This design comes from an exercise in tuning for small area, a short achievable clock period and few clock cycles per item on the open sky130 flow, not from production work. Where RTL was checked, it was by simulation tests only, not by an equivalence proof against the original. Function not checked in runs 2 to 4: the RTL went through the layout flow alone. Power figures rest on the tool's default switching activity, not on a simulated workload.

==> design/flow/design.v <==
`default_nettype none
package sprw_pkg;
    typedef logic [8-1:0]             byte_t;
    typedef logic [16-1:0]             lane_t;
    typedef logic [32-1:0]             word_t;
    typedef logic [4*16-1:0] lanes_t;
    typedef enum logic [3:0] {
        LANE_PASS = 4'd0,
        LANE_ADD  = 4'd1,
        LANE_SUB  = 4'd2,
        LANE_MOVE = 4'd3,
        LANE_MAX  = 4'd4,
        LANE_MIN  = 4'd5,
        LANE_AND  = 4'd6,
        LANE_OR   = 4'd7,
        LANE_XOR  = 4'd8,
        LANE_NAND = 4'd9,
        LANE_NOR  = 4'd10,
        LANE_XNOR = 4'd11
    } lane_fn_t;
    typedef enum logic [2:0] {
        RED_NONE = 3'd0,
        RED_SUM  = 3'd1,
        RED_MAX  = 3'd2,
        RED_MIN  = 3'd3,
        RED_XOR  = 3'd4
    } red_fn_t;
endpackage
`default_nettype wire
`timescale 1ns/1ps
`default_nettype none
module sprw_top (
    input  logic        clk,
    input  logic        rstn,
    input  logic        in_valid,
    input  logic [31:0] ra,
    input  logic [31:0] rb,
    input  logic [4:0]  op1,
    input  logic [2:0]  op2,
    output logic        out_valid,
    output logic [31:0] result
);
    function automatic logic [11:0] pfx_add(input logic [11:0] x, input logic [11:0] y, input logic ci);
        logic [11:0] p, g, pp, gg;
        p  = x ^ y;
        g  = x & y;
        gg = g;
        gg[0] = g[0] | (p[0] & ci);
        pp = p;
        for (int d = 1; d < 12; d = d * 2)
            for (int i = 11; i >= d; i--) begin
                gg[i] = gg[i] | (pp[i] & gg[i-d]);
                pp[i] = pp[i] & pp[i-d];
            end
        pfx_add[0] = p[0] ^ ci;
        for (int i = 1; i < 12; i++)
            pfx_add[i] = p[i] ^ gg[i-1];
    endfunction
    function automatic logic pfx_gt(input logic [9:0] x, input logic [9:0] y);
        logic [9:0] pp, gg;
        pp = x | ~y;
        gg = x & ~y;
        for (int d = 1; d < 10; d = d * 2)
            for (int i = 9; i >= d; i--) begin
                gg[i] = gg[i] | (pp[i] & gg[i-d]);
                pp[i] = pp[i] & pp[i-d];
            end
        pfx_gt = gg[9];
    endfunction
    logic lg, f_add, f_sub, f_max, f_mn, f_move, f_arith_d, f_mm_d, f_min_d, sub_m_d, sign_d, sat_d;
    logic [3:0] t_d;
    assign lg      = op1[4] & op1[3];
    assign f_add   = ~lg & (op1[2:0] == 3'b001);
    assign f_sub   = ~lg & (op1[2:0] == 3'b010);
    assign f_max   = ~lg & (op1[2:0] == 3'b101);
    assign f_mn    = ~lg & (op1[2:0] == 3'b110);
    assign f_move  = ~lg & (op1[2:0] == 3'b011);
    assign f_arith_d = f_add | f_sub;
    assign f_mm_d  = f_max | f_mn;
    assign f_min_d = f_mn;
    assign sub_m_d = f_sub | f_mm_d;
    assign sign_d  = lg ? 1'b0 :
                     (f_arith_d | f_mm_d) ? ~op1[4] :
                     (~op2[2] & (op2 != 3'b000));
    assign sat_d   = ~lg & op1[3];
    always_comb begin
        if (lg) begin
            case (op1[2:0])
                3'b111:  t_d = 4'b1000;    
                3'b000:  t_d = 4'b1110;    
                3'b001:  t_d = 4'b0110;    
                3'b010:  t_d = 4'b0111;    
                3'b011:  t_d = 4'b0001;    
                3'b100:  t_d = 4'b1001;    
                default: t_d = 4'b1100;    
            endcase
        end else if (f_move)
            t_d = 4'b1010;                 
        else
            t_d = 4'b1100;                 
    end
    logic [31:0] pa, pb;
    logic        p_valid, f_arith, f_mm, f_min, sub_m, sign, sat;
    logic [3:0]  t;
    logic [2:0]  p_op2;
    always_ff @(posedge clk) begin
        p_valid <= rstn & in_valid;
        pa      <= ra;
        pb      <= rb ^ {32{sub_m_d}};
        f_arith <= f_arith_d;
        f_mm    <= f_mm_d;
        f_min   <= f_min_d;
        sub_m   <= sub_m_d;
        sign    <= sign_d;
        sat     <= sat_d;
        t       <= t_d;
        p_op2   <= op2;
    end
    logic [9:0] l [4];
    always_comb begin
        for (int i = 0; i < 4; i++) begin
            logic [7:0] a, b, y;
            logic [9:0] ea, eb, r;
            logic [3:0] tl;
            logic       ov, c7, clo;
            a  = pa[8*i +: 8];
            b  = pb[8*i +: 8];             
            ea = {{2{sign & a[7]}}, a};
            eb = {{2{(sign & (b[7] ^ sub_m)) ^ sub_m}}, b};
            r  = 10'(pfx_add({2'b00, ea}, {2'b00, eb}, sub_m));
            if (f_mm)
                tl = (r[9] ^ f_min) ? 4'b0101 : 4'b1100;
            else
                tl = t;
            for (int j = 0; j < 8; j++)
                y[j] = tl[{a[j], b[j]}];
            if (sign) begin
                ov  = (r[9] != r[8]) | (r[8] != r[7]);
                c7  = r[9];
                clo = ~r[9];
            end else begin
                ov  = r[9] | r[8];
                c7  = ~r[9];
                clo = ~r[9];
            end
            if (f_arith) begin
                if (sat & ov)
                    l[i] = {{2{sign & c7}}, c7, {7{clo}}};
                else
                    l[i] = r;
            end else
                l[i] = {{2{sign & y[7]}}, y};
        end
    end
    logic [9:0] q [4];
    logic       q_valid, q_sat;
    logic [2:0] q_op2;
    always_ff @(posedge clk) begin
        q_valid <= rstn & p_valid;
        q_sat   <= sat;
        q_op2   <= p_op2;
        for (int i = 0; i < 4; i++)
            q[i] <= l[i];
    end
    logic        q_rsign;
    logic [10:0] x [4];
    logic [10:0] s1, c1, s2, c2, usum;
    logic [11:0] ssum;
    logic [2:0]  ncnt;
    logic [7:0]  xr;
    logic [9:0]  k [4];
    logic        s01, s23;
    logic [9:0]  w01, w23;
    logic [31:0] m_nxt;
    assign q_rsign = ~q_op2[2];
    always_comb begin
        for (int i = 0; i < 4; i++)
            x[i] = {2'b00, q[i][8:0]};
        s1 = x[0] ^ x[1] ^ x[2];
        c1 = {(x[0][9:0] & x[1][9:0]) | (x[0][9:0] & x[2][9:0]) | (x[1][9:0] & x[2][9:0]), 1'b0};
        s2 = s1 ^ c1 ^ x[3];
        c2 = {(s1[9:0] & c1[9:0]) | (s1[9:0] & x[3][9:0]) | (c1[9:0] & x[3][9:0]), 1'b0};
    end
    assign usum = 11'(pfx_add({1'b0, s2}, {1'b0, c2}, 1'b0));
    assign ncnt = 3'(q[0][9]) + 3'(q[1][9]) + 3'(q[2][9]) + 3'(q[3][9]);
    assign ssum = {3'({1'b0, usum[10:9]} - ncnt), usum[8:0]};
    assign xr = q[0][7:0] ^ q[1][7:0] ^ q[2][7:0] ^ q[3][7:0];
    always_comb begin
        for (int i = 0; i < 4; i++)
            k[i] = {q[i][9] ^ q_rsign, q[i][8:0]};
    end
    assign s01 = pfx_gt(k[1], k[0]);
    assign s23 = pfx_gt(k[3], k[2]);
    assign w01 = s01 ? (q_op2[0] ? q[0] : q[1]) : (q_op2[0] ? q[1] : q[0]);
    assign w23 = s23 ? (q_op2[0] ? q[2] : q[3]) : (q_op2[0] ? q[3] : q[2]);
    always_comb begin
        case (q_op2)
            3'b001, 3'b101: m_nxt = {17'd0, ncnt, ssum};
            3'b010, 3'b110,
            3'b011, 3'b111: m_nxt = {12'd0, w23, w01};
            3'b100:         m_nxt = {24'd0, xr};
            default:        m_nxt = {q[3][7:0], q[2][7:0], q[1][7:0], q[0][7:0]};
        endcase
    end
    logic [31:0] m;
    logic        m_valid, m_mm, m_sum, m_sat, m_rsign, m_mn;
    always_ff @(posedge clk) begin
        m_valid <= rstn & q_valid;
        m       <= m_nxt;
        m_mm    <= q_op2[1];
        m_sum   <= q_op2[1:0] == 2'b01;
        m_sat   <= q_sat;
        m_rsign <= q_rsign;
        m_mn    <= q_op2[0];
    end
    logic [9:0]  v01, v23, wf;
    logic        sf;
    logic [31:0] red;
    logic [11:0] msum;
    logic [2:0]  mcnt;
    logic [31:0] sum_w;
    assign msum = m[11:0];
    assign mcnt = m[14:12];
    always_comb begin
        if (m_rsign) begin
            sum_w = {{20{msum[11]}}, msum};
            if (m_sat) begin
                if (~msum[11] & (|msum[10:7]))
                    sum_w = 32'd127;
                else if (msum[11] & ~(&msum[10:7]))
                    sum_w = 32'hffffff80;
            end
        end else begin
            sum_w = {13'd0, mcnt - 3'(msum[11]), {4{msum[11]}}, msum};
            if (m_sat && (mcnt != 3'd0 || msum[10:8] != 3'd0))
                sum_w = 32'd255;
        end
    end
    assign v01 = m[9:0];
    assign v23 = m[19:10];
    assign sf  = pfx_gt({v23[9] ^ m_rsign, v23[8:0]}, {v01[9] ^ m_rsign, v01[8:0]});
    assign wf  = sf ? (m_mn ? v01 : v23) : (m_mn ? v23 : v01);
    assign red = m_mm  ? {{16{m_rsign & wf[9]}}, {6{wf[9]}}, wf} :
                 m_sum ? sum_w : m;
    always_ff @(posedge clk) begin
        out_valid <= rstn & m_valid;
        result    <= red;
    end
endmodule
`default_nettype wire
==> design/flow/flow/run.sh <==
#!/bin/bash
set -euo pipefail
W=$PWD
BUF=$(cat $W/flow/port_buffer)
cat > $W/my_synth.tcl <<EOS
proc extract_fa {args} { puts "extract_fa skipped by flow/run.sh" }
proc abc {args} {
  set i [lsearch -exact \$args -script]
  if {\$i >= 0} { lset args [expr {\$i + 1}] $W/flow/abc.script }
  yosys abc {*}\$args
}
EOS
cat $W/synth_recipe.tcl >> $W/my_synth.tcl
bash $W/standard.sh SYNTH_SCRIPT=$W/my_synth.tcl "BUFFER_PORTS_ARGS=-buffer_cell $BUF" finish > $W/standard.log 2>&1
==> design/flow/flow/abc.script <==
strash
dc2
dch -f
map
topo
buffer -c
upsize -c
dnsize -c
==> design/flow/flow/port_buffer <==
sky130_fd_sc_hd__buf_1
==> design/flow/standard.sh <==
#!/bin/bash
# synth_recipe.tcl (not shown) runs the flow's synth.tcl, then flattens the netlist and writes it again
# the make line also repeats each setting of config.mk as NAME=value (left out here)
make -C /OpenROAD-flow-scripts/flow DESIGN_CONFIG=/design/flow/config.mk WORK_HOME=/design/flow/orfs CLKGATE_MAP_FILE= SYNTH_SCRIPT=/design/flow/synth_recipe.tcl "${@:-finish}"
==> design/flow/config.mk <==
export PLATFORM = sky130hd
export DESIGN_NAME = sprw_top
export DESIGN_NICKNAME = sprw_top
export VERILOG_FILES = /design/flow/design.v
export SDC_FILE = /design/flow/constraint.sdc
export NUM_CORES = 4
export LEC_CHECK = 0
export CAP_MARGIN = 5
export CORE_MARGIN = 2
export CORE_UTILIZATION = 40
export SETUP_SLACK_MARGIN = 3.25
export SLEW_MARGIN = 5
==> design/flow/constraint.sdc <==
create_clock -name core_clock -period 6.5 [get_ports {clk}]
set_input_delay 1.3000 -clock core_clock [delete_from_list [all_inputs] [get_ports {clk}]]
set_output_delay 1.3000 -clock core_clock [all_outputs]
set_load 0.01 [all_outputs]
==> results.json, run 1 <==
{
  "outcome": "timing/DRC/antenna clean",
  "dp_cells": 1861,
  "synthTopCellsByCount": "nand2_1 (206), dfxtp_1 (194), inv_1 (173)",
  "drtIter0Drc": 824,
  "boundaryPins": 108,
  "cts_tree": "done",
  "rrSetupSlack_ns": 3.48,
  "cts_root_buffer": "clkbuf_16",
  "rr_endpoint": "q[1][2]",
  "yosysWarningCount": 5,
  "wire_per_inst_um": 15.8,
  "ant_nets": 0,
  "cp-start-kind": "flop",
  "vias_per_cell": 5.23,
  "r2r_start": "pb[8]",
  "die_area_um2": 27700,
  "synth_top_area_share": 0.368,
  "hold_end": "q_op2[1]",
  "setup_viol_count_final": 0,
  "synth_most_common_cell": "nand2_1",
  "worstRegToRegCells": 20,
  "cts-buffers-inserted": 17,
  "nNetsFinal": 1621,
  "htreeDepth": 4,
  "fin_crit_ns": 3.02,
  "hpwlAfterDp_um": 23000,
  "crit_fanout": 8,
  "setup.worst_path.start": "pb[8]",
  "route.detailed.drc": 0,
  "finClkSkew_ns": 0.0134,
  "finalHoldViolations": 0,
  "instances_no_fill": 1893,
  "drv_slew": 0,
  "path_clk_slew_ns": 0.08,
  "track_usage": 0.212,
  "yosys-top-cells-area": "dfxtp_1 (37%), nand2_1 (7.3%), a21oi_1 (6.8%)",
  "crit_required_ns": 6.83,
  "die_x_um": 166,
  "gr-total-overflow": 0,
  "slew_headroom": 0.397,
  "synth_area_per_cell_um2": 7.30,
  "path_buf_inv": 1,
  "coreArea_um2": 26000,
  "syn_to_final_growth_pct": 13.9,
  "hold_path_class": "flop to flop",
  "wl_um": 29900,
  "max_cap_viol_count": 0,
  "tns_ns": 0,
  "ir_drop_v": 0.000185,
  "drive_above_1_share": 0.116,
  "finalWeightedCongestion": 1.00,
  "syn_area_um2": 10500,
  "std_cell_rows": 59,
  "grt_pass1_vias": 9080,
  "cp-end-kind": "flop",
  "arrival_ns": 3.35,
  "leakage_nw": 5.28,
  "crit_type": "flop to flop",
  "synth_top_area_cell": "dfxtp_1",
  "clkSinkCount": 194,
  "final.period_utilization": 0.465,
  "synth-main-ff-cell": "dfxtp_1",
  "min-delay-start": "p_op2[1]",
  "ys_ff_latch": 194,
  "p_per_area_nw_per_um2": 375,
  "antenna_found_initial": 0,
  "clockBufferDepth": 2,
  "crit_chain": "nor2_1 -> o21ai_2 -> nand2_1 -> o21ai_2 -> nand2_1 -> nand2_1 -> nand2_1 -> o21a_1 -> nand2_1 -> nand2_1 -> nor2_2 -> a21oi_2 -> o21ai_2 -> nand3_2 -> nand2_2 -> inv_1 -> a21oi_4 -> a21oi_4 -> o21ai_0 -> a32oi_2",
  "diodes": 0,
  "grt_start_max_net_pins": 34,
  "initial_utilization": 0.406,
  "synth_cell_types": 67,
  "synth_cells": 1444,
  "grt_pass1_wl_um": 47600,
  "crit_top_cell": "nand2_1",
  "rsz0062_at_grt": "true",
  "max_freq_mhz": 331,
  "vias": 9894,
  "worstMarginPinSlew_ns": 0.902,
  "synthArstFlopShare": 0,
  "slowest_stage": "dfxtp_1",
  "fp.dieH_um": 166,
  "place.port_buffers": 107,
  "crit_family": "compound AO/OA/AOI/OAI gates",
  "hold_depth": 0,
  "syn-num-nets": 1519,
  "clock_latency_ns": 0.43,
  "seq_area_frac_synth": 0.368,
  "slowest_delay_ns": 0.36,
  "dr.pass1.iters": 6,
  "synth-edff-count": 0
}
==> worst max-delay path by stage <==
stage / end / depth (start not counted)
after CTS: q[1][2] / 19
after floorplan: pb[10] / 7
after detailed placement: q[1][2] / 20
after global placement: q[3][1] / 19
final: q[1][2] / 20
after global routing: q[0][3] / 19
==> logic make-up after synthesis <==
| group | after synthesis | synth area share |
|---|---|---|
| AND/OR/NAND/NOR | 486 | 0.207 |
| AO/OA/AOI/OAI | 470 | 0.280 |
| buffers and inverters | 222 | 0.0800 |
| flip-flops | 194 | 0.368 |
| XOR/XNOR | 72 | 0.0650 |
==> worst register-to-register path, delay by kind of cell (launching register included) <==
family | cells | cell delay (ns)
and+or+nand+nor | 10 | 0.95
buffers and inverters | 1 | 0.14
DFF | 1 | 0.36
AOI/OAI and AO/OA | 9 | 1.48
==> flip-flops by register name, indices dropped and copies added (netlist names), 3 cells and up <==
name	cells
pb	32
m	32
t	4
p_op2	3
q	40
result	32
q_op2	3
pa	32
==> where the power goes <==
group	switching [W]	internal, W
combinational	0.00114	0.000644
sequential	0.000205	0.00142
clock	0.000508	0.000588
==> layout make-up <==
cell class                      count  area (µm²)
Timing Repair Buffer              119         504
Multi-Input combinational cell   1028        5890
Tap cell                          335         419
Sequential cell                   194        3890
Clock buffer                       17         425
Inverter                          186         701
Clock inverter                     14         189
Fill cell                        2641       14000
==> per-layer routing <==
metal	wire, µm	global-route usage	up-vias
met3	1210	0.0269	49
met1	13800	0.282	4478
li1	-	-	5075
met5	0	0	-
met2	14100	0.356	292
met4	794	0.0746	0
==> cell usage in the layout (no fill, tap or decap), types with 12 or more instances in the layout <==
cell type  Yosys  routed
nand2_1      206     204
o21ai_2       19      19
o211ai_1      15      15
inv_1        173     173
a21oi_2       14      14
dfxtp_1      194     193
nand2_2       17      18
o21ai_1       15      16
nor3_1        13      12
a21oi_1      143     141
a31oi_1       24      24
a32oi_1       17      15
or2_2         13      13
o22ai_1       15      15
nor2_1       142     140
xor2_1        61      61
nand3_1       46      46
clkbuf_16      0      17
buf_1          1     107
o21ai_0      140     139
==> per-stage QoR <==
step	setup WS (ns)	utilization	hold slack, ns	total power (W)	cell area, µm²
6_report	3.48	0.462	0.324	0.00450	12000
5_1_grt	3.22	0.462	0.335	0.00481	12000
4_1_cts	3.26	0.460	0.327	0.00450	11900
3_5_place_dp	3.24	0.435	0.312	0.00339	11300
3_3_place_gp	3.29	0.435	0.312	0.00338	11300
2_1_floorplan	3.75	-	0.310	0.00293	10500
==> timing repair <==
item / 4_1_cts / 5_1_grt
hold buffers: 0 / 0
gates resized for setup: 3 / 13
setup endpoints to repair: 3 / 59
buffers inserted: 0 / 1
pin swaps: 0 / 1
endpoints found under the hold margin: 0 / 0
Testbench counts, summed over its fixed seeds: cycles 16,024, items 16,000.
==> run 2: changes to the inputs <==
--- a/design/flow/design.v
+++ b/design/flow/design.v
@@ -164,8 +164,7 @@
     end
     logic        q_rsign;
     logic [10:0] x [4];
-    logic [10:0] s1, c1, s2, c2, usum;
-    logic [11:0] ssum;
+    logic [10:0] s1, c1, s2, c2;
     logic [2:0]  ncnt;
     logic [7:0]  xr;
     logic [9:0]  k [4];
@@ -181,9 +180,7 @@
         s2 = s1 ^ c1 ^ x[3];
         c2 = {(s1[9:0] & c1[9:0]) | (s1[9:0] & x[3][9:0]) | (c1[9:0] & x[3][9:0]), 1'b0};
     end
-    assign usum = 11'(pfx_add({1'b0, s2}, {1'b0, c2}, 1'b0));
     assign ncnt = 3'(q[0][9]) + 3'(q[1][9]) + 3'(q[2][9]) + 3'(q[3][9]);
-    assign ssum = {3'({1'b0, usum[10:9]} - ncnt), usum[8:0]};
     assign xr = q[0][7:0] ^ q[1][7:0] ^ q[2][7:0] ^ q[3][7:0];
     always_comb begin
         for (int i = 0; i < 4; i++)
@@ -195,7 +192,7 @@
     assign w23 = s23 ? (q_op2[0] ? q[2] : q[3]) : (q_op2[0] ? q[3] : q[2]);
     always_comb begin
         case (q_op2)
-            3'b001, 3'b101: m_nxt = {17'd0, ncnt, ssum};
+            3'b001, 3'b101: m_nxt = {8'd0, ncnt, c2[10:1], s2};
             3'b010, 3'b110,
             3'b011, 3'b111: m_nxt = {12'd0, w23, w01};
             3'b100:         m_nxt = {24'd0, xr};
@@ -219,8 +216,10 @@
     logic [11:0] msum;
     logic [2:0]  mcnt;
     logic [31:0] sum_w;
-    assign msum = m[11:0];
-    assign mcnt = m[14:12];
+    logic [10:0] usum;
+    assign mcnt = m[23:21];
+    assign usum = 11'(pfx_add({1'b0, m[10:0]}, {1'b0, m[20:11], 1'b0}, 1'b0));
+    assign msum = {3'({1'b0, usum[10:9]} - mcnt), usum[8:0]};
     always_comb begin
         if (m_rsign) begin
             sum_w = {{20{msum[11]}}, msum};
==> design/flow/config.mk (replaced) <==
export PLATFORM = sky130hd
export DESIGN_NAME = sprw_top
export DESIGN_NICKNAME = sprw_top
export VERILOG_FILES = /design/flow/design.v
export SDC_FILE = /design/flow/constraint.sdc
export NUM_CORES = 4
export LEC_CHECK = 0
export CAP_MARGIN = 20
export CORE_MARGIN = 2
export CORE_UTILIZATION = 40
export SETUP_SLACK_MARGIN = 3
export SLEW_MARGIN = 20
==> results.json, run 2 <==
{
  "outcome": "timing/DRC/antenna clean",
  "synth-main-ff-cell": "dfxtp_1",
  "htreeDepth": 4,
  "layout_common_cells": "nand2_1 (200), dfxtp_1 (194), inv_1 (173), nor2_1 (161), a21oi_1 (144)",
  "min-delay-start": "p_op2[1]",
  "nNetsFinal": 1624,
  "arrival_ns": 3.53,
  "dpl-instance-area_um2": 11300,
  "grt_pass1_vias": 9355,
  "clockBufferDepth": 2,
  "mostFrequentLayoutCell": "nand2_1",
  "cp-start-kind": "flop",
  "clock_latency_ns": 0.43,
  "synth_top_area_cell": "dfxtp_1",
  "synth-edff-count": 0,
  "yosysWarningCount": 5,
  "hold_end": "q_op2[1]",
  "setup_viol_count_final": 0,
  "hpwlAfterDp_um": 22100,
  "route.detailed.drc": 0,
  "hold_path_class": "flop to flop",
  "synthArstFlopShare": 0,
  "gr-total-overflow": 0,
  "vias_per_cell": 5.35,
  "largest_reg_flops": 40,
  "max_cap_viol_count": 0,
  "ir_drop_v": 0.000174,
  "instances_no_fill": 1897,
  "worstMarginPinSlew_ns": 1.02,
  "hold_buffers": 0,
  "cts_root_buffer": "clkbuf_16",
  "finClkSkew_ns": 0.0118,
  "syn_area_um2": 10600,
  "grt_start_max_net_pins": 37,
  "die_area_um2": 27700,
  "antenna_found_initial": 0,
  "slew_headroom": 0.317,
  "track_usage": 0.209,
  "crit_type": "flop to flop",
  "rsz0062_at_grt": "false",
  "initial_utilization": 0.407,
  "crit_required_ns": 6.81,
  "crit_fanout": 14,
  "design_area_um2": 12000,
  "nFillCells": 2661,
  "finalWeightedCongestion": 0.940,
  "clkSinkCount": 194,
  "path_clk_slew_ns": 0.07,
  "r2r_start": "m[11]",
  "rrSetupSlack_ns": 3.29,
  "wire_per_inst_um": 15.5,
  "drive_above_1_share": 0.0941,
  "grt_pass1_wl_um": 47300,
  "wl_um": 29300,
  "finalHoldViolations": 0,
  "fp.dieH_um": 167,
  "syn_to_final_growth_pct": 13.4,
  "std_cell_rows": 59,
  "dr.pass1.iters": 5,
  "worstRegToRegCells": 17,
  "ant_nets": 0,
  "diodes": 0,
  "seq_area_frac_synth": 0.368,
  "cts_tree": "done",
  "leakage_nw": 5.13,
  "drtIter0Drc": 791,
  "tns_ns": 0,
  "drv_slew": 0,
  "coreArea_um2": 26000,
  "synth_most_common_cell": "nand2_1",
  "vias": 10100,
  "regMostFlops": "q",
  "dp_cells": 1863,
  "yosys-top-cells-area": "dfxtp_1 (37%), nand2_1 (7.1%), a21oi_1 (6.8%)",
  "holdWs_ns": 0.328,
  "rr_endpoint": "result[17]",
  "p_per_area_nw_per_um2": 351,
  "cp-end-kind": "flop",
  "die_x_um": 167,
  "fin_crit_ns": 3.21,
  "synth_top_area_share": 0.368,
  "synth_cells": 1452,
  "ys_ff_latch": 194,
  "synth_area_per_cell_um2": 7.28,
  "place.port_buffers": 107,
  "syn-num-nets": 1527,
  "final.period_utilization": 0.495,
  "hold_depth": 0,
  "cts-buffers-inserted": 17,
  "max_freq_mhz": 311,
  "synthTopCellsByCount": "nand2_1 (200), dfxtp_1 (194), inv_1 (173)",
  "boundaryPins": 108,
  "synth_cell_types": 65
}
==> run 2: how the worst max path moves through the flow <==
stage                 from          to  slack (ns)  cells after the start
floorplan           op1[4]      pb[10]        3.79                      8
global placement     m[11]  result[17]        3.33                     17
detailed placement   m[11]  result[17]        3.30                     17
CTS                  m[11]  result[17]        3.28                     17
global route         m[11]  result[17]        3.02                     17
finish               m[11]  result[17]        3.29                     17
==> run 2: where the power goes <==
| group | internal [W] | switching (W) |
|---|---|---|
| Combinational | 0.000543 | 0.000940 |
| Clock | 0.000633 | 0.000488 |
| Sequential | 0.00139 | 0.000199 |
| Total | 0.00257 | 0.00163 |
==> run 2: routing by layer <==
metal / part of all wire / vias to the layer above / GRT usage
met5: 0 / - / 0
met4: 0.029 / 0 / 0.0832
met3: 0.050 / 56 / 0.0259
met2: 0.48 / 346 / 0.360
met1: 0.44 / 4616 / 0.266
li1: - / 5122 / -
==> run 2: final cells by class <==
cell class | count | area (µm²) | area share
Clock buffer | 19 | 443 | 0.0370
Clock inverter | 13 | 193 | 0.0161
Tap cell | 335 | 419 | 0.0350
Sequential cell | 194 | 3880 | 0.324
Multi-Input combinational cell | 1037 | 5880 | 0.491
Timing Repair Buffer | 117 | 477 | 0.0398
Inverter | 182 | 683 | 0.0570
==> run 2: through the flow <==
step           total power [W]  setup slack, ns  utilization
6_report               0.00420             3.29        0.461
5_1_grt                0.00447             3.02        0.461
4_1_cts                0.00420             3.28        0.459
3_5_place_dp           0.00308             3.30        0.435
3_3_place_gp           0.00306             3.33        0.435
2_1_floorplan          0.00269             3.79            -
==> run 2: cells by family after synthesis <==
kind of cell / count (synthesis) / share of synthesized area
AND/OR/NAND/NOR: 492 / 0.211
AO/OA/AOI/OAI: 474 / 0.281
buffers and inverters: 221 / 0.0795
flip-flops: 194 / 0.368
XOR/XNOR: 71 / 0.0602
==> run 2: repair_timing <==
action | in CTS | in global routing
setup endpoints to repair | 0 | 5
buffers inserted | 0 | 2
gates resized for setup | 0 | 3
==> run 2: worst max-delay path, cell delays in order (launching register included) <==
cell,delay (ns)
dfxtp_1,0.41
inv_1,0.09
nor2_2,0.18
o21ai_4,0.10
a21oi_4,0.18
o22ai_4,0.10
nand3_2,0.10
nand3_4,0.09
nand3_4,0.10
a31oi_4,0.09
o211ai_1,0.25
nand3_2,0.13
a21boi_2,0.19
nand2_1,0.07
nand2_2,0.11
a21oi_2,0.55
o22ai_1,0.19
o2bb2ai_1,0.15
==> run 3: changes to the inputs <==
--- a/design/flow/config.mk
+++ b/design/flow/config.mk
@@ -8,5 +8,5 @@
 export CAP_MARGIN = 20
 export CORE_MARGIN = 2
 export CORE_UTILIZATION = 40
-export SETUP_SLACK_MARGIN = 3
+export SETUP_SLACK_MARGIN = 3.25
 export SLEW_MARGIN = 20
==> results.json, run 3 <==
{
  "outcome": "timing/DRC/antenna clean",
  "fp.dieH_um": 167,
  "die_x_um": 167,
  "rr_endpoint": "q[1][5]",
  "hpwlAfterDp_um": 22100,
  "initial_utilization": 0.407,
  "synth_most_common_cell": "nand2_1",
  "finalWeightedCongestion": 0.940,
  "synthArstFlopShare": 0,
  "die_area_um2": 27700,
  "tns_ns": 0,
  "slew_headroom": 0.316,
  "synth_xor_area_frac": 0.0602,
  "dr.pass1.iters": 5,
  "holdWs_ns": 0.328,
  "max_freq_mhz": 332,
  "seq_area_frac_synth": 0.368,
  "path_clk_slew_ns": 0.07,
  "cp-end-kind": "flop",
  "min-delay-start": "p_op2[1]",
  "layout_common_cells": "nand2_1 (199), dfxtp_1 (193), inv_1 (172), nor2_1 (161), a21oi_1 (143)",
  "nNetsFinal": 1626,
  "synth_fa_ha_area_frac": 0,
  "hold_buffers": 0,
  "fin_crit_ns": 3.01,
  "yosysWarningCount": 5,
  "arrival_ns": 3.30,
  "synth_top_area_cell": "dfxtp_1",
  "hold_end": "q_op2[1]",
  "route.detailed.drc": 0,
  "crit_required_ns": 6.79,
  "grt_pass1_wl_um": 47300,
  "nFillCells": 2658,
  "ys_ff_latch": 194,
  "coreArea_um2": 26000,
  "cts-buffers-inserted": 17,
  "regMostFlops": "q",
  "place.port_buffers": 107,
  "worstRegToRegCells": 20,
  "crit_fanout": 7,
  "r2r_start": "pb[8]",
  "drv_slew": 0,
  "synth_cell_types": 65,
  "finalHoldViolations": 0,
  "synth_top_family_by_area": "compound AO/OA/AOI/OAI gates",
  "slowest_delay_ns": 0.44,
  "std_cell_rows": 59,
  "leakage_nw": 5.14,
  "largest_reg_flops": 40,
  "cts_root_buffer": "clkbuf_16",
  "synth-edff-count": 0,
  "grt_pass1_vias": 9355,
  "hold_depth": 0,
  "final.period_utilization": 0.463,
  "rrSetupSlack_ns": 3.49,
  "wire_per_inst_um": 15.5,
  "synthTopCellsByCount": "nand2_1 (200), dfxtp_1 (194), inv_1 (173)",
  "ant_nets": 0,
  "clockBufferDepth": 2,
  "gr-total-overflow": 0,
  "syn_area_um2": 10600,
  "crit_type": "flop to flop",
  "worstMarginPinSlew_ns": 1.02,
  "slowest_stage": "dfxtp_1",
  "hold_path_class": "flop to flop",
  "vias": 10200,
  "synth-main-ff-cell": "dfxtp_1",
  "syn_to_final_growth_pct": 14.0,
  "max_cap_viol_count": 0,
  "crit_chain": "nor2_1 -> o21ai_1 -> nand2_1 -> nand2_1 -> nand2_1 -> o21ai_1 -> nand2_1 -> nand2_1 -> a21oi_1 -> nor2_2 -> a21oi_2 -> o21ai_2 -> nand2_2 -> nand2_2 -> nand2_1 -> a21oi_4 -> buf_12 -> nand2_1 -> o211ai_1 -> a32oi_1",
  "yosys-top-cells-area": "dfxtp_1 (37%), nand2_1 (7.1%), a21oi_1 (6.8%)",
  "seqCellArea_um2": 3880,
  "synth.area.mux_share": 0,
  "synth_area_per_cell_um2": 7.28,
  "cts_tree": "done",
  "setup_viol_count_final": 0,
  "cp-start-kind": "flop",
  "track_usage": 0.209,
  "synth_top_area_share": 0.368,
  "synth-simple-area-share": 0.211,
  "multiInputGateArea_um2": 5910,
  "htreeDepth": 4,
  "diodes": 0,
  "vias_per_cell": 5.35,
  "ir_drop_v": 0.000174,
  "drive_above_1_share": 0.0978,
  "mostFrequentLayoutCell": "nand2_1",
  "boundaryPins": 108,
  "antenna_found_initial": 0,
  "synth-compound-area-share": 0.281,
  "rsz0062_at_grt": "true",
  "clock_latency_ns": 0.43,
  "clkSinkCount": 194,
  "wl_um": 29400,
  "drtIter0Drc": 797,
  "syn-num-nets": 1527,
  "p_per_area_nw_per_um2": 350,
  "finClkSkew_ns": 0.0122,
  "crit_top_cell": "nand2_1",
  "synth_cells": 1452,
  "grt_start_max_net_pins": 37
}
-- run 3: report_power, final --
group          switching (W)  total (W)  leakage, nW  internal (W)
Combinational       0.000945    0.00149         3.21      0.000548
Sequential          0.000200    0.00160         1.63       0.00139
Clock               0.000491    0.00112        0.304      0.000633
-- run 3: per-layer routing --
layer | GRT usage | share of wire | up-vias
met4 | 0.0832 | 0.032 | 0
met5 | 0 | 0 | -
met3 | 0.0259 | 0.046 | 58
met2 | 0.360 | 0.48 | 349
met1 | 0.266 | 0.44 | 4620
li1 | - | - | 5126
-- run 3: layout make-up --
| class | instances | area share |
|---|---|---|
| clock buffers | 19 | 0.0368 |
| flip-flops and latches | 194 | 0.323 |
| clock inverters | 13 | 0.0160 |
| inverters | 182 | 0.0567 |
| well taps | 335 | 0.0348 |
| repair buffers | 119 | 0.0419 |
| multi-input cells | 1037 | 0.491 |
-- run 3: timing repair --
action | CTS | global route
setup buffers | 0 | 4
resized for setup | 0 | 12
setup endpoints to repair | 0 | 38
-- run 3: worst max-delay path, delay by kind of cell, from the launching register on --
| kind | cells | cell delay (ns) |
|---|---|---|
| compound gates | 8 | 1.13 |
| buf+inv | 1 | 0.14 |
| flops | 1 | 0.44 |
| simple gates | 11 | 1.16 |
-- run 3: worst max-delay path by stage --
stage	start	endpoint	slack, ns	depth (start not counted)
6_report	pb[8]	q[1][5]	3.49	20
5_1_grt	pb[24]	q[3][6]	3.19	19
4_1_cts	m[11]	result[17]	3.28	17
3_5_place_dp	m[11]	result[17]	3.30	17
3_3_place_gp	m[11]	result[17]	3.33	17
2_1_floorplan	op1[4]	pb[10]	3.79	8
-- run 3: cells by family after synthesis --
| group | count (synthesis) |
|---|---|
| and+or+nand+nor | 492 |
| AOI/OAI and AO/OA | 474 |
| xor gates and xnor gates | 71 |
| buffers and inverters | 221 |
| DFF | 194 |
-- run 3: stage by stage --
stage | total power (W) | area (µm²) | instances | setup slack (ns) | utilization
after global routing | 0.00448 | 12000 | 1899 | 3.19 | 0.463
after floorplan | 0.00269 | 10600 | 1452 | 3.79 | -
after CTS | 0.00420 | 11900 | 1895 | 3.28 | 0.459
after global placement | 0.00306 | 11300 | 1863 | 3.33 | 0.435
final | 0.00421 | 12000 | 1899 | 3.49 | 0.463
after detailed placement | 0.00308 | 11300 | 1863 | 3.30 | 0.435
==> run 4: changes to the inputs <==
--- a/design/flow/design.v
+++ b/design/flow/design.v
@@ -103,19 +103,17 @@
     logic        p_valid, f_arith, f_mm, f_min, sub_m, sign, sat;
     logic [3:0]  t;
     logic [2:0]  p_op2;
-    always_ff @(posedge clk) begin
-        p_valid <= rstn & in_valid;
-        pa      <= ra;
-        pb      <= rb ^ {32{sub_m_d}};
-        f_arith <= f_arith_d;
-        f_mm    <= f_mm_d;
-        f_min   <= f_min_d;
-        sub_m   <= sub_m_d;
-        sign    <= sign_d;
-        sat     <= sat_d;
-        t       <= t_d;
-        p_op2   <= op2;
-    end
+    assign p_valid = in_valid;
+    assign pa      = ra;
+    assign pb      = rb ^ {32{sub_m_d}};
+    assign f_arith = f_arith_d;
+    assign f_mm    = f_mm_d;
+    assign f_min   = f_min_d;
+    assign sub_m   = sub_m_d;
+    assign sign    = sign_d;
+    assign sat     = sat_d;
+    assign t       = t_d;
+    assign p_op2   = op2;
     logic [9:0] l [4];
     always_comb begin
         for (int i = 0; i < 4; i++) begin
@@ -164,7 +162,8 @@
     end
     logic        q_rsign;
     logic [10:0] x [4];
-    logic [10:0] s1, c1, s2, c2;
+    logic [10:0] s1, c1, s2, c2, usum;
+    logic [11:0] ssum;
     logic [2:0]  ncnt;
     logic [7:0]  xr;
     logic [9:0]  k [4];
@@ -180,7 +179,9 @@
         s2 = s1 ^ c1 ^ x[3];
         c2 = {(s1[9:0] & c1[9:0]) | (s1[9:0] & x[3][9:0]) | (c1[9:0] & x[3][9:0]), 1'b0};
     end
+    assign usum = 11'(pfx_add({1'b0, s2}, {1'b0, c2}, 1'b0));
     assign ncnt = 3'(q[0][9]) + 3'(q[1][9]) + 3'(q[2][9]) + 3'(q[3][9]);
+    assign ssum = {3'({1'b0, usum[10:9]} - ncnt), usum[8:0]};
     assign xr = q[0][7:0] ^ q[1][7:0] ^ q[2][7:0] ^ q[3][7:0];
     always_comb begin
         for (int i = 0; i < 4; i++)
@@ -192,7 +193,7 @@
     assign w23 = s23 ? (q_op2[0] ? q[2] : q[3]) : (q_op2[0] ? q[3] : q[2]);
     always_comb begin
         case (q_op2)
-            3'b001, 3'b101: m_nxt = {8'd0, ncnt, c2[10:1], s2};
+            3'b001, 3'b101: m_nxt = {17'd0, ncnt, ssum};
             3'b010, 3'b110,
             3'b011, 3'b111: m_nxt = {12'd0, w23, w01};
             3'b100:         m_nxt = {24'd0, xr};
@@ -216,10 +217,8 @@
     logic [11:0] msum;
     logic [2:0]  mcnt;
     logic [31:0] sum_w;
-    logic [10:0] usum;
-    assign mcnt = m[23:21];
-    assign usum = 11'(pfx_add({1'b0, m[10:0]}, {1'b0, m[20:11], 1'b0}, 1'b0));
-    assign msum = {3'({1'b0, usum[10:9]} - mcnt), usum[8:0]};
+    assign msum = m[11:0];
+    assign mcnt = m[14:12];
     always_comb begin
         if (m_rsign) begin
             sum_w = {{20{msum[11]}}, msum};
--- a/design/flow/config.mk
+++ b/design/flow/config.mk
@@ -8,5 +8,5 @@
 export CAP_MARGIN = 20
 export CORE_MARGIN = 2
 export CORE_UTILIZATION = 40
-export SETUP_SLACK_MARGIN = 3.25
+export SETUP_SLACK_MARGIN = 2.5
 export SLEW_MARGIN = 20
==> results.json, run 4 <==
{
  "outcome": "timing/DRC/antenna clean",
  "slowest_stage": "nor2_4",
  "seqCellArea_um2": 2320,
  "switchingPower_w": 0.00163,
  "grt_pass1_wl_um": 47300,
  "finClkSkew_ns": 0.0129,
  "fp.dieH_um": 155,
  "synth_top_area_cell": "dfxtp_1",
  "cts_root_buffer": "clkbuf_16",
  "clkSinkCount": 116,
  "cts_tree": "done",
  "rsz0062_at_grt": "true",
  "multiInputGateArea_um2": 6450,
  "instances_no_fill": 1871,
  "dp_cells": 1790,
  "ys_ff_latch": 116,
  "pwr-share-clk": 0.260,
  "gr-total-overflow": 0,
  "cp-start-kind": "input port",
  "syn-num-nets": 1496,
  "largest_reg_flops": 40,
  "place.port_buffers": 107,
  "crit_required_ns": 6.84,
  "syn_to_final_growth_pct": 27.4,
  "drv_slew": 0,
  "finalHoldViolations": 0,
  "synthTopCellsByCount": "nand2_1 (226), inv_1 (208), nor2_1 (158)",
  "std_cell_rows": 55,
  "vias_per_cell": 5.45,
  "final.period_utilization": 0.610,
  "crit_fanout": 7,
  "antenna_found_initial": 0,
  "comb_power_share": 0.466,
  "largestRegisters": "q (40), m (32), result (32)",
  "yosysWarningCount": 5,
  "wire_per_inst_um": 16.2,
  "wl_um": 30300,
  "nNetsFinal": 1648,
  "yosys-top-cells-area": "dfxtp_1 (26%), nand2_1 (9.3%), inv_1 (8.6%)",
  "route.detailed.drc": 0,
  "ir_drop_v": 0.000197,
  "synth_top_area_share": 0.256,
  "track_usage": 0.249,
  "clockBufferDepth": 2,
  "fin_crit_ns": 3.96,
  "worstMarginPinSlew_ns": 1.14,
  "leakage_nw": 5.21,
  "synth_cells": 1421,
  "p_sw_frac": 0.424,
  "clock_latency_ns": 0.43,
  "seq_area_frac_synth": 0.256,
  "drtIter0Drc": 740,
  "vias": 10200,
  "cp-end-kind": "flop",
  "regMostFlops": "q",
  "tns_ns": 0,
  "synth_most_common_cell": "nand2_1",
  "synth-edff-count": 0,
  "initial_utilization": 0.405,
  "layout_common_cells": "nand2_1 (207), inv_1 (205), nor2_1 (141), a21oi_1 (136), o21ai_0 (124)",
  "slowest_delay_ns": 0.28,
  "setup_viol_count_final": 0,
  "p_per_area_nw_per_um2": 332,
  "max_cap_viol_count": 0,
  "boundaryPins": 108,
  "grt_pass1_vias": 9265,
  "hpwlAfterDp_um": 22600,
  "path_clk_slew_ns": 0.05,
  "synth_area_per_cell_um2": 6.39,
  "nFillCells": 2224,
  "cts-buffers-inserted": 17,
  "synth-main-ff-cell": "dfxtp_1",
  "arrival_ns": 4.31,
  "pwr-share-seq": 0.274,
  "max_freq_mhz": 252,
  "synth_cell_types": 61,
  "crit_chain": "buf_8 -> nand2_4 -> nand2_4 -> nor2_4 -> buf_12 -> xor2_4 -> nand2_2 -> a21oi_4 -> o21ai_2 -> a21oi_2 -> o21ai_2 -> a21oi_4 -> o21ai_1 -> nand2_1 -> nand2_2 -> a31o_4 -> nand3_4 -> buf_8 -> o21a_1 -> nor2_4 -> a31oi_2",
  "ant_nets": 0,
  "hold_path_class": "flop to flop",
  "slew_headroom": 0.238,
  "coreArea_um2": 22400,
  "grt_start_max_net_pins": 39,
  "finalWeightedCongestion": 0.968,
  "mostFrequentLayoutCell": "nand2_1",
  "die_area_um2": 23900,
  "p_int_w": 0.00222,
  "drive_above_1_share": 0.162,
  "crit_type": "input port to flop",
  "synthArstFlopShare": 0,
  "dr.pass1.iters": 5,
  "diodes": 0,
  "syn_area_um2": 9080,
  "die_x_um": 155,
  "htreeDepth": 4
}
## run 4: changes by cell type after synthesis, moves of 12 or more
cell / before / now
a31oi_1: 9 / 38
dfxtp_1: 194 / 116
inv_1: 173 / 208
nand2_1: 200 / 226
nand3_1: 44 / 72
nand3_2: 15 / 3
o21ai_0: 124 / 153
o21ai_1: 40 / 8
or2_2: 21 / 9
xnor2_1: 37 / 6
## run 4: per-stage QoR
stage | utilization | cell area [µm²] | worst slack [ns] | power, W | hold slack (ns)
2_1_floorplan | - | 9140 | 2.53 | 0.00223 | 0.310
3_3_place_gp | 0.439 | 9850 | 1.50 | 0.00265 | 0.311
3_5_place_dp | 0.439 | 9850 | 1.41 | 0.00267 | 0.312
4_1_cts | 0.485 | 10900 | 2.50 | 0.00373 | 0.325
5_1_grt | 0.516 | 11600 | 2.35 | 0.00413 | 0.349
6_report | 0.516 | 11600 | 2.54 | 0.00385 | 0.326
## run 4: power by group through the flow
| stage | Combinational (W) | Sequential (W) | Clock (W) |
|---|---|---|---|
| 2_1_floorplan | 0.00118 | 0.00105 | 0 |
| 3_3_place_gp | 0.00159 | 0.00107 | 0 |
| 3_5_place_dp | 0.00160 | 0.00106 | 0 |
| 4_1_cts | 0.00166 | 0.00105 | 0.00102 |
| 5_1_grt | 0.00200 | 0.00107 | 0.00105 |
| 6_report | 0.00179 | 0.00105 | 0.00100 |
## run 4: path summary, 6_finish.rpt
| kind | start | endpoint | slack [ns] | cells after the start |
|---|---|---|---|---|
| max reg2reg | m[11] | result[27] | 2.97 | 14 |
| min | q_sat | m_sat | 0.33 | 0 |
| min reg2reg | q_sat | m_sat | 0.33 | 0 |
| max | op1[0] | q[1][0] | 2.54 | 21 |
## run 4: final cells by class
type | count | share of cell area
Clock inverter | 14 | 0.0171
Clock buffer | 18 | 0.0379
Tap cell | 285 | 0.0308
Timing Repair Buffer | 169 | 0.0866
Inverter | 213 | 0.0696
Sequential cell | 116 | 0.201
Multi-Input combinational cell | 1056 | 0.557
## run 4: what timing repair did
item,4_1_cts,5_1_grt
setup endpoints to repair,40,40
hold buffers,0,0
setup buffers,18,30
pin swaps,14,41
gates cloned,1,0
gates resized for setup,44,132
## run 4: metal layers
layer / track usage / vias up / part of all wire
met5: 0 / - / 0
met4: 0.106 / 0 / 0.033
met3: 0.0286 / 58 / 0.059
met2: 0.429 / 404 / 0.49
met1: 0.317 / 4641 / 0.42
li1: - / 5103 / -
## run 4: cell families after synthesis
family / count (synthesis) / share of synthesized area
adders and majority gates: 1 / 0.00110
and+or+nand+nor: 530 / 0.256
buffers and inverters: 249 / 0.107
AOI/OAI and AO/OA: 467 / 0.313
DFF: 116 / 0.256
xor gates and xnor gates: 58 / 0.0669
## run 4: critical path: cells and delay by family
kind / cells / cell delay, ns
AO/OA/AOI/OAI: 9 / 1.46
XOR/XNOR: 1 / 0.20
buffers and inverters: 3 / 0.47
AND/OR/NAND/NOR: 8 / 0.85

## what the ideal ports hide
The flow's constraints put no driver on any port. The routed layouts listed below were extracted and timed again, unchanged, in two steps.
Step 1 sets driving cells, clkbuf_16 on the clock port and buf_2 on the other inputs (assumed; they add their load-dependent delay and slew).
Step 2 moves the port delays by t, midway between the first and last clock arrival at a register: inputs arrive t later, outputs are due t later. That takes back most of the time a late clock gives input paths.
Slacks: no drivers / after step 1 / after step 2; pairs: no drivers / after step 1.
run	t, ns	slack for setup (ns)	hold slack, ns
run 1	0.473	3.476 / 3.476 / 3.476	0.324 / 0.324 / 0.324
run 2	0.473	3.286 / 3.286 / 3.286	0.328 / 0.328 / 0.328
run 3	0.473	3.490 / 3.490 / 3.490	0.328 / 0.328 / 0.328
run 4	0.466	2.537 / 2.540 / 2.074	0.326 / 0.326 / 0.326
After both steps every run listed still meets setup and hold. The setup slack of run 4, which loses most, moves by +0.003 ns with the drivers and by -0.463 ns with both steps.
